Source: an optimization exercise on an open RTL-to-GDS flow (aim: small area, a short achievable clock period and few clock cycles per item). Production flows keep margins and buffers that such runs may drop.
The RTL was checked by simulation tests, not by an equivalence proof against the original design.
No activity file was given, so power comes from the tool's default toggle rates.

## section_beat_peak_picker
module section_beat_peak_picker #(
  parameter int SECTION_MAX = 128,
  parameter int SAMPLE_BITS = 16
) (
  input  logic                                   clk,
  input  logic                                   rst,
  input  logic                                   s_tvalid,
  output logic                                   s_tready,
  input  logic [((SAMPLE_BITS + 7) / 8) * 8-1:0] s_tdata,    
  output logic                                   m_tvalid,
  input  logic                                   m_tready,
  output logic [7:0]                             m_tdata,    
  output logic                                   m_tuser,    
  output logic                                   m_tlast,    
  input  logic                                   cfg_valid,
  output logic                                   cfg_ready,
  input  logic [sbpp_pkg::CFG_INDEX_W-1:0]       cfg_index,
  input  logic [sbpp_pkg::CFG_DATA_W-1:0]        cfg_data
);
  logic               in_v;
  logic signed [15:0] in_x;
  logic               cf_v;
  logic [3:0]         cf_i;
  logic [9:0]         cf_d;
  logic               in_v_nx;
  assign in_v_nx   = s_tvalid && s_tready;
  assign cfg_ready = 1'b1;
  always_ff @(posedge clk) begin
    in_x <= s_tdata[15:0];
    cf_i <= cfg_index;
    cf_d <= cfg_data;
    if (rst) begin
      in_v <= 1'b0;
      cf_v <= 1'b0;
    end else begin
      in_v <= in_v_nx;
      cf_v <= cfg_valid;
    end
  end
  logic [7:0] n_r, n_m1, n_m2;
  logic [9:0] k_r;
  logic [7:0] leff;
  logic       wr_len, wr_fac;
  assign wr_len = cf_v && (cf_i == 4'd0);
  assign wr_fac = cf_v && (cf_i == 4'd1);
  always_comb begin
    if (cf_d[7:0] == 8'd0)        leff = 8'd1;
    else if (cf_d[7:0] > 8'd128)  leff = 8'd128;
    else                          leff = cf_d[7:0];
  end
  always_ff @(posedge clk) begin
    if (rst) begin
      n_r  <= 8'd130;
      n_m1 <= 8'd129;
      n_m2 <= 8'd128;
      k_r  <= 10'd256;
    end else begin
      if (wr_len) begin
  ...
export LEC_CHECK = 0
export CAP_MARGIN = 20
export CORE_MARGIN = 2
export CORE_UTILIZATION = 40
export SLEW_MARGIN = 20
create_clock -name core_clock -period 10.5 [get_ports {clk}]
standard.sh (not shown) runs the stock make flow with config.mk's settings and CLKGATE_MAP_FILE= SYNTH_SCRIPT=/design/flow/synth_recipe.tcl, a recipe that flattens the netlist after the stock synthesis.
==> flow/flow/run.sh <==
#!/bin/bash
set -euo pipefail
bash standard.sh SETUP_SLACK_MARGIN=6.5 finish > layout.log 2>&1
Testbench counts at the start, summed over its fixed seeds: cycles 18,446, sections 192.
==> next run, changes <==
==> flow/run.sh (new file) <==
#!/bin/bash
# synth_recipe.tcl (not shown) runs the flow's synth.tcl, then flattens the netlist and writes it again
# the make line also repeats each setting of config.mk as NAME=value (left out here)
make -C /OpenROAD-flow-scripts/flow DESIGN_CONFIG=/design/flow/config.mk WORK_HOME=/design/flow/orfs CLKGATE_MAP_FILE= SYNTH_SCRIPT=/design/flow/synth_recipe.tcl finish
Settings changed: CORE_UTILIZATION 40 to 60, SETUP_SLACK_MARGIN set to 5.
removed: flow/flow/run.sh
removed: flow/standard.sh
What happened: The new run passed the timing, design-rule and antenna checks; global-route usage came out higher by 8.5 points; wire length came out lower by about 9%; final cell count came out lower by about 13%; clock skew stays flat.

---

Another version of the RTL of section_beat_peak_picker (not shown whole).
Size in the first run: about 9,200 cells after synthesis, ~2,400 flip-flops.
export LEC_CHECK = 0
export CAP_MARGIN = 20
export CORE_MARGIN = 2
export CORE_UTILIZATION = 70
export SLEW_MARGIN = 20
create_clock -name core_clock -period 10.5 [get_ports {clk}]
==> flow/flow/run.sh <==
#!/bin/bash
set -euo pipefail
bash standard.sh SETUP_SLACK_MARGIN=6.5 finish > layout.log 2>&1
The first run finished with timing, DRC and antenna clean.
Testbench counts at the start, summed over its fixed seeds: cycles 18,343, sections 192.
Then changed:
Settings changed: CORE_UTILIZATION 70 to 60.
=> The changed run ran to the end with no violations. Count of clock-buffer cells in the layout rises by 65. Final cell count rises by a few percent. Routed wire length falls by about a fifth. Utilization falls by 11 points. Critical path depth rises by 6. Global-route usage falls by 13 points. Synthesized area stays the same. Design area rises slightly. Power is about the same.

---

section_beat_peak_picker with an RTL version that a note above also has.
For scale: ~14000 cells after synthesis, roughly 140000 sq um of cells after synthesis.
==> flow/config.mk <==
export PLATFORM = sky130hd
export DESIGN_NAME = section_beat_peak_picker
export DESIGN_NICKNAME = section_beat_peak_picker
export VERILOG_FILES = /design/flow/design.v
export SDC_FILE = /design/flow/constraint.sdc
export NUM_CORES = 4
export LEC_CHECK = 0
export ABC_AREA = 1
export CAP_MARGIN = 20
export CORE_MARGIN = 2
export CORE_UTILIZATION = 40
export SETUP_SLACK_MARGIN = 5
export SLEW_MARGIN = 20
==> flow/constraint.sdc <==
create_clock -name core_clock -period 10.5 [get_ports {clk}]
set_input_delay 2.1000 -clock core_clock [delete_from_list [all_inputs] [get_ports {clk}]]
set_output_delay 2.1000 -clock core_clock [all_outputs]
set_load 0.01 [all_outputs]
run.sh (not shown) runs the stock make flow with config.mk's settings and CLKGATE_MAP_FILE= SYNTH_SCRIPT=/design/flow/synth_recipe.tcl, a recipe that flattens the netlist after the stock synthesis.
Stock flow here: none of the scripts above is used.
Testbench counts at the start, summed over its fixed seeds: cycles 18,446, sections 192.
Change:
- ABC_AREA: 1 -> not set
Effect:
- total power fell by 36%
- sequential share of layout area rose by 2.5 points
- clock power is about the same
- cell area fell by 4.8%
- utilization rose by 0.31 points
- setup slack got worse by 170 ps

---

section_beat_peak_picker, a different RTL version from the one above (not shown whole).
Size: roughly 9700 cells after synthesis, roughly 48 I/O pins, about 130000 um^2 of cells after synthesis.
==> flow/design.v (excerpt) <==
module section_beat_peak_picker #(
  parameter int SECTION_MAX = 128,
  parameter int SAMPLE_BITS = 16
) (
  input  logic                                   clk,
  input  logic                                   rst,
  input  logic                                   s_tvalid,
  output logic                                   s_tready,
  input  logic [((SAMPLE_BITS + 7) / 8) * 8-1:0] s_tdata,    
  output logic                                   m_tvalid,
  input  logic                                   m_tready,
  output logic [7:0]                             m_tdata,    
  output logic                                   m_tuser,    
  output logic                                   m_tlast,    
  input  logic                                   cfg_valid,
  output logic                                   cfg_ready,
  input  logic [sbpp_pkg::CFG_INDEX_W-1:0]       cfg_index,
  input  logic [sbpp_pkg::CFG_DATA_W-1:0]        cfg_data
);
Settings: LEC_CHECK=0, ABC_CLOCK_PERIOD_IN_PS=4000, CAP_MARGIN=20, CORE_MARGIN=2, CORE_UTILIZATION=40, SETUP_SLACK_MARGIN=5, SLEW_MARGIN=20; clock period 10.5 ns.
The first run finished clean.
Testbench counts at the start, summed over its fixed seeds: cycles 18,427, sections 192.
Next try:
- ABC_CLOCK_PERIOD_IN_PS: 4000 -> unset
- SETUP_SLACK_MARGIN: 5 -> unset
=> Die area is unchanged; design area is about the same; sequential power is about the same; first-iteration DRC count is lower by a few percent; global-route usage is higher by 0.21 points.

separate check: timing with driven ports:
The results above use ideal ports. As a check the final layouts listed here were re-extracted and re-timed, cells and wires unchanged. Step 1 sets driving cells, clkbuf_16 on the clock port and buf_2 on the other inputs (assumed; they add their load-dependent delay and slew). Step 2 times the ports against the registers' clock, not the clock port: input delays grow and output delays shrink by t, the midpoint of the rising clock arrivals with the driver on. Slacks: no drivers / after step 1 / after step 2; pairs: no drivers / after step 1.
| run | t, ns | setup slack, ns | hold WS [ns] | worst slew at a driven data input, ns |
|---|---|---|---|---|
| the first run of note 1 | 0.986 | 6.226 / 6.226 / 5.898 | 0.342 / 0.342 / 0.342 | 0.13 |
| the second run of note 1 | 0.997 | 5.328 / 5.328 / 5.328 | 0.357 / 0.357 / 0.357 | 0.05 |
| the first run of note 2 | 1.069 | 6.032 / 6.032 / 5.833 | 0.402 / 0.402 / 0.402 | 0.12 |
| the second run of note 2 | 0.974 | 6.369 / 6.369 / 6.369 | 0.408 / 0.408 / 0.408 | 0.04 |
| the first run of note 3 | 0.998 | 5.419 / 5.419 / 5.419 | 0.414 / 0.414 / 0.414 | 0.12 |
| the second run of note 3 | 1.002 | 5.247 / 5.247 / 5.247 | 0.384 / 0.384 / 0.384 | 0.13 |
| the first run of note 4 | 0.974 | 5.132 / 5.132 / 5.132 | 0.400 / 0.400 / 0.400 | 0.12 |
| the second run of note 4 | 0.976 | 4.531 / 4.531 / 4.531 | 0.396 / 0.396 / 0.396 | 0.15 |
After both steps every run listed still meets setup and hold. For the first run of note 1, which loses most, drivers alone change the setup slack by 0.000 ns; drivers and shift together by -0.328 ns.
